What follows belongs to an exercise in optimizing a design on an open flow for small area and a short achievable clock period; a production flow would make more cautious choices.
Only simulation tests tie the RTL to the original design; equivalence was not proved.
Power is estimated from default activity; no workload was simulated.

==> flow/design.v, too long to show whole: its modules and the start of the top module <==
// module mac_unit_simd: 71 lines
// module mac_simd_fit: 19 lines
// module mac_simd_lane: 1278 lines
// module mac_simd: 17 lines
module mac_simd (
   input  logic        clk,
   input  logic        rst,
   input  logic        en,
   input  logic        mul_mac_signal,
   input  logic        clr,
   input  logic [63:0] a,
   input  logic [63:0] b,
   output logic [63:0] o,
   output logic        out_valid,
   output logic [1:0]  ovf
);
  // ...
==> flow/run.sh <==
#!/bin/bash
# synth_recipe.tcl (not shown) runs the flow's synth.tcl, then flattens the netlist and writes it again
# the make line also repeats each setting of config.mk as NAME=value (left out here)
make -C /OpenROAD-flow-scripts/flow DESIGN_CONFIG=/design/flow/config.mk WORK_HOME=/design/flow/orfs CLKGATE_MAP_FILE= SYNTH_SCRIPT=/design/flow/synth_recipe.tcl finish
==> flow/config.mk <==
export PLATFORM = sky130hd
export DESIGN_NAME = mac_simd
export DESIGN_NICKNAME = mac_simd
export VERILOG_FILES = /design/flow/design.v
export SDC_FILE = /design/flow/constraint.sdc
export NUM_CORES = 4
export LEC_CHECK = 0
export ABC_CLOCK_PERIOD_IN_PS = 5000
export CAP_MARGIN = 20
export CORE_MARGIN = 2
export CORE_UTILIZATION = 40
export SETUP_SLACK_MARGIN = 5
export SLEW_MARGIN = 20
==> flow/constraint.sdc <==
create_clock -name core_clock -period 10.5 [get_ports {clk}]
set_input_delay 2.1000 -clock core_clock [delete_from_list [all_inputs] [get_ports {clk}]]
set_output_delay 2.1000 -clock core_clock [all_outputs]
set_load 0.01 [all_outputs]
==> summary.md, run 1 <==
Final setup skew: 0.0213 ns. Logic depth of the worst path, buffers included: 13. By startpoint and endpoint, the worst setup path is classified as flip-flop to output port. For this run, the top clock speed supported by timing is 0.165 GHz. The flow ran to the end and the layout has no timing, DRC or antenna violations.

Counting flops with a built-in enable in the synthesized netlist gives 0. By area, the combinational part of the netlist is dominated by adder cells. The run gives 1 as the yosys synthesis warning count.

The logs give 66 for the TritonCTS buffer count and 57568 for the overall via count from detail_route. The synthesized-area fraction occupied by ao, oa, aoi and oai cells was 0.137; the number of non-filler instances in the completed layout was 9971. The sequential area share after synthesis is 0.129. For this run, the slowest stage of the critical path takes 0.55 ns. Measured along the y axis, the die boundary spans 424 um. The share of the core filled with cells in the final layout is 0.450, and the number of I/O port buffers is 199. In this run the remaining antenna-violating nets after routing total 0.

The highest layer touched by signal routing is met5. The total overflow left after global routing is 0. Across all hold checks on the routed design, the worst slack comes to 0.451 ns.

After synthesis the netlist holds a flip-flop and latch count of 454. Setup repair after global routing could not meet its margin everywhere. After detailed routing, the number of remaining DRC violations is 0.

For the final HPWL from detailed placement, the log shows 165000 um. The layout contains a multi-input combinational cell count of 5187. The endpoint of the worst register-to-register path was u_mac.acc_s_q[103]. Counting every sink on the clock net gives 454.

The multi-input gate share of total cell area is 0.700.
==> run 2: changes to the inputs <==
--- a/flow/config.mk
+++ b/flow/config.mk
@@ -7,3 +7,2 @@
 export LEC_CHECK = 0
-export ABC_CLOCK_PERIOD_IN_PS = 5000
 export CAP_MARGIN = 20
@@ -11,3 +10,2 @@
 export CORE_UTILIZATION = 40
-export SETUP_SLACK_MARGIN = 5
 export SLEW_MARGIN = 20
==> summary.md, run 2 <==
The congestion estimate from routability-driven global placement came to 0.941. Power spread over the standard cell area amounts to 228 mW/mm^2. The tools report the sequential area share after synthesis as 0.129 (unchanged). The cell with the biggest individual delay on the critical path was sky130_fd_sc_hd__a311oi_1. Reported max-cap violation count: 0. The part of the cycle the worst path needs was 0.750. The cell that appears most often on the critical path is sky130_fd_sc_hd__o21ai_0. The type of destination of the critical path was an output port. The share of async-settable or async-resettable flops after synthesis is 0, and the met1 track utilization from global routing is 0.370. After synthesis, the most frequently instantiated cells are sky130_fd_sc_hd__inv_1 (1390), sky130_fd_sc_hd__fa_1 (1150), sky130_fd_sc_hd__a22oi_1 (992). At the worst endpoint, the required time is 8.40 ns.

The floorplan die height came out at 424 um (unchanged). The final layout contains 9127 nets. For the remaining number of nets flagged by the antenna check after routing, the log shows 0 (unchanged).

STA classifies the critical path startpoint as a flip-flop. The library cell used most frequently in the layout, excluding fill and tap cells, is sky130_fd_sc_hd__inv_1. The internal power of the cells totals 9.02 mW. Synthesis handed over a netlist of 7666 instances. Entering global routing, the biggest net connects 128 pins.

Summing every instance area after synthesis gives 0.0706 mm^2. The worst setup path is of the flip-flop to output port kind. The most used flip-flop cell after synthesis is sky130_fd_sc_hd__dfxtp_1. For the finished layout, the period the worst path requires is 7.87 ns. The top cell types in the final layout, fill and taps aside, are sky130_fd_sc_hd__inv_1 (1390), sky130_fd_sc_hd__fa_1 (1150), sky130_fd_sc_hd__a22oi_1 (992).

The routing usage on met3 is 0.0754. For the leakage power figure, the log shows 32.4 nW. After the first detailed-routing iteration, the DRC count stood at 6130.

The cell with the most instances after synthesis was sky130_fd_sc_hd__inv_1. The clock passes through at most 3 buffers. The root buffer selected by CTS was sky130_fd_sc_hd__clkbuf_16. The maximum net fanout on the critical path is 26, and the area of the core is 0.176 mm^2. Final number of max-transition violations: 0. After synthesis, the largest family of logic cells by area is adder cells.

The first TritonRoute pass finished after 7 iterations. The yosys synthesis warning count was 1 (unchanged); the area fraction of the dominant cell type after synthesis was 0.326. The signal on the critical path passes through ha_1 -> fa_1 -> a31oi_1 -> nor2_1 -> a311oi_1 -> o311ai_0 -> a21oi_1 -> o21ai_0 -> xnor2_2 -> nand2_4 -> o21ai_0 -> clkdlybuf4s50_1. For this design the total switching power over the nets is 8.51 mW.

The mux cell area share after synthesis is 0.000425, and the TritonCTS buffer count is 66 (unchanged). In the post-synthesis netlist, the biggest area contributors are sky130_fd_sc_hd__fa_1 (33%), sky130_fd_sc_hd__dfxtp_1 (13%), sky130_fd_sc_hd__a22oi_1 (11%). The first global-routing pass estimated 387000 um of wire. The synthesized net count was 9313; the number of I/O port buffers was 199 (unchanged). Share of the synthesized netlist area taken by xor and xnor gates: 0.153. The initial core utilization is 0.402, and the share of total power in combinational logic is 0.720. The tools report the maximum ir drop on the vdd rail as 125 uV. For the final HPWL from detailed placement, the log shows 165000 um (unchanged). For the via count of the first global-routing pass, the log shows 60320. For the accumulated negative setup slack, the log shows 0 ns. STA puts the critical path data arrival time at 5.77 ns. After detailed routing, the number of vias per cell comes to 5.75. Kind of path behind the tightest hold check: flip-flop to flip-flop. In this run the count of I/O pins placed on the die edge is 200. The kind of cell with the highest combined delay along the critical path is compound AO/OA/AOI/OAI gates. The detailed-route wire length per cell came out at 26.0 um. Share of total power in the clock network: 0.132. The number of buffers and inverters on the critical path was 1. The overall via count from detail_route was 56760 (-1.4%); the final setup skew was 0.0235 ns (+0.00223 ns).

The run gives 0.250 as the tightest slew margin relative to the limit. Post-CTS repair changed the size of 0 cells. The floorplan step defined a die boundary enclosing 0.180 mm^2. The number of H-tree branching levels came out at 3.

The total congestion overflow after global routing was 0 (unchanged). The post-route DRC violation count came out at 0 (unchanged). The area growth from synthesis to layout is 8.78%. The synthesized-area fraction occupied by ao, oa, aoi and oai cells is 0.137 (unchanged). For the pin with the worst max-slew slack, the measured transition is 1.12 ns. The number of antenna violations at the first check in global routing is 11. Clock net sink count: 454 (unchanged). The tools report the clock latency at the later pin of the worst-skew pair as 0.68 ns. For the total global routing track utilization, the log shows 0.285. Total number of placement rows: 154.

For the achievable frequency, the log shows 0.127 GHz (-23%). The run gives 0.438 as the global-route track usage on met2. The count of cell types in the netlist is 70.

The tools report the startpoint of the worst hold path as u_mac.en_s1_q. The launching instance or port of the critical path was u_mac.acc_c_q[103]. The average size of a mapped cell came out at 9.21 um^2. The sequential share of power is 0.147. The clock transition at the registers of the reported paths was 0.06 ns. The launching point of the worst reg2reg path was u_mac.keep_q. Buffers inserted to repair hold after CTS numbered 0. TritonCTS built the clock tree. The total count of hold-check failures in the final report came out at 0. The switching portion of total power was 0.485. The final wirelength is 257000 um, and the horizontal die dimension is 424 um.

The total power consumption of the routed design is 17.5 mW, and the number of synthesized flops with an enable pin is 0 (unchanged). sky130_fd_sc_hd__fa_1 takes more of the synthesized area than any other cell. The run finished with no timing, DRC or antenna violations.

The delay contributed by the slowest stage of the critical path was 0.83 ns (+0.28 ns); the total of flip-flops plus latches after synthesis was 454 (unchanged). Setup repair after global routing left no endpoint under its margin. The adder-cell share of the synthesized area was 0.391; the post-synthesis share of cell area spent on and, or, nand and nor gates was 0.0820. The largest registers in the layout are u_mac.acc_c_q (144), u_mac.acc_s_q (144), u_mac.a_q (64). The fraction of layout instances using a drive strength above 1 was 0.0485. The final setup violation count was 0; the total setup buffers inserted after CTS was 0. The busiest metal layer after global routing is met2.
-- run 2: final timing paths --
check                           cells after the start  slack (ns)                 end
worst max-delay path                               12        2.63               o[55]
worst min-delay path                                1        0.45   u_mac.out_valid_q
worst max register to register                     12        5.08  u_mac.acc_s_q[103]
worst min register to register                      1        0.45   u_mac.out_valid_q
-- run 2: per-layer routing --
layer | routed length, um | share of wire
met5 | 0 | 0
met2 | 113000 | 0.44
met4 | 15000 | 0.059
met1 | 100000 | 0.39
met3 | 28400 | 0.11
-- run 2: cell families after synthesis --
kind of cell,after synthesis
muxes,3
buffers and inverters,2028
and+or+nand+nor,1083
xor gates and xnor gates,1236
DFF,454
AOI/OAI and AO/OA,1348
adders and majority gates,1514
-- run 2: power groups by stage --
stage / sequential, mW / clock, mW / combinational (mW)
finish: 2.58 / 2.32 / 12.6
global route: 2.64 / 2.43 / 14.4
CTS: 2.58 / 2.37 / 12.6
detailed placement: 2.61 / 0 / 12.5
global placement: 2.59 / 0 / 12.3
floorplan: 2.50 / 0 / 8.51
-- run 2: cell type report --
| class | instances | area (um^2) |
|---|---|---|
| Fill cell | 17082 | 98900 |
| Multi-Input combinational cell | 5184 | 53900 |
| Sequential cell | 454 | 9130 |
| Inverter | 1396 | 5240 |
| Timing Repair Buffer | 378 | 3370 |
| Tap cell | 2340 | 2930 |
| Clock buffer | 84 | 1830 |
| Clock inverter | 32 | 372 |
| Antenna cell | 10 | 25.0 |
-- run 2: per-stage QoR --
step	worst slack (ns)	utilization	hold slack (ns)	cells	cell area, um^2
global placement	3.06	0.424	0.416	9751	74500
global route	2.61	0.437	0.472	9875	76800
detailed placement	3.43	0.424	0.443	9752	74600
floorplan	5.65	-	0.412	7666	70600
finish	2.63	0.437	0.450	9878	76800
CTS	2.64	0.437	0.456	9868	76800

==> what the ideal ports hide <==
How much do the figures lean on ideal ports? The routed layouts below were timed once more, with nothing changed but the port constraints.
Step 1 assumes that a clkbuf_16 drives the clock port and a buf_2 every other input.
Step 2 times the ports against the registers' clock, not the clock port: input delays grow and output delays shrink by t, the midpoint of the rising clock arrivals with the driver on.
Three values: ideal ports, drivers, drivers and shift; two values: the first two.
run	t (ns)	slack for setup (ns)	worst setup path at the end	worst data-port slew with drivers (ns)
run 1	0.746	4.445 / 4.364 / 5.110	register to output	0.18
run 2	0.746	2.629 / 2.549 / 3.295	register to output	0.18
After both steps setup and hold are still met in every run listed.
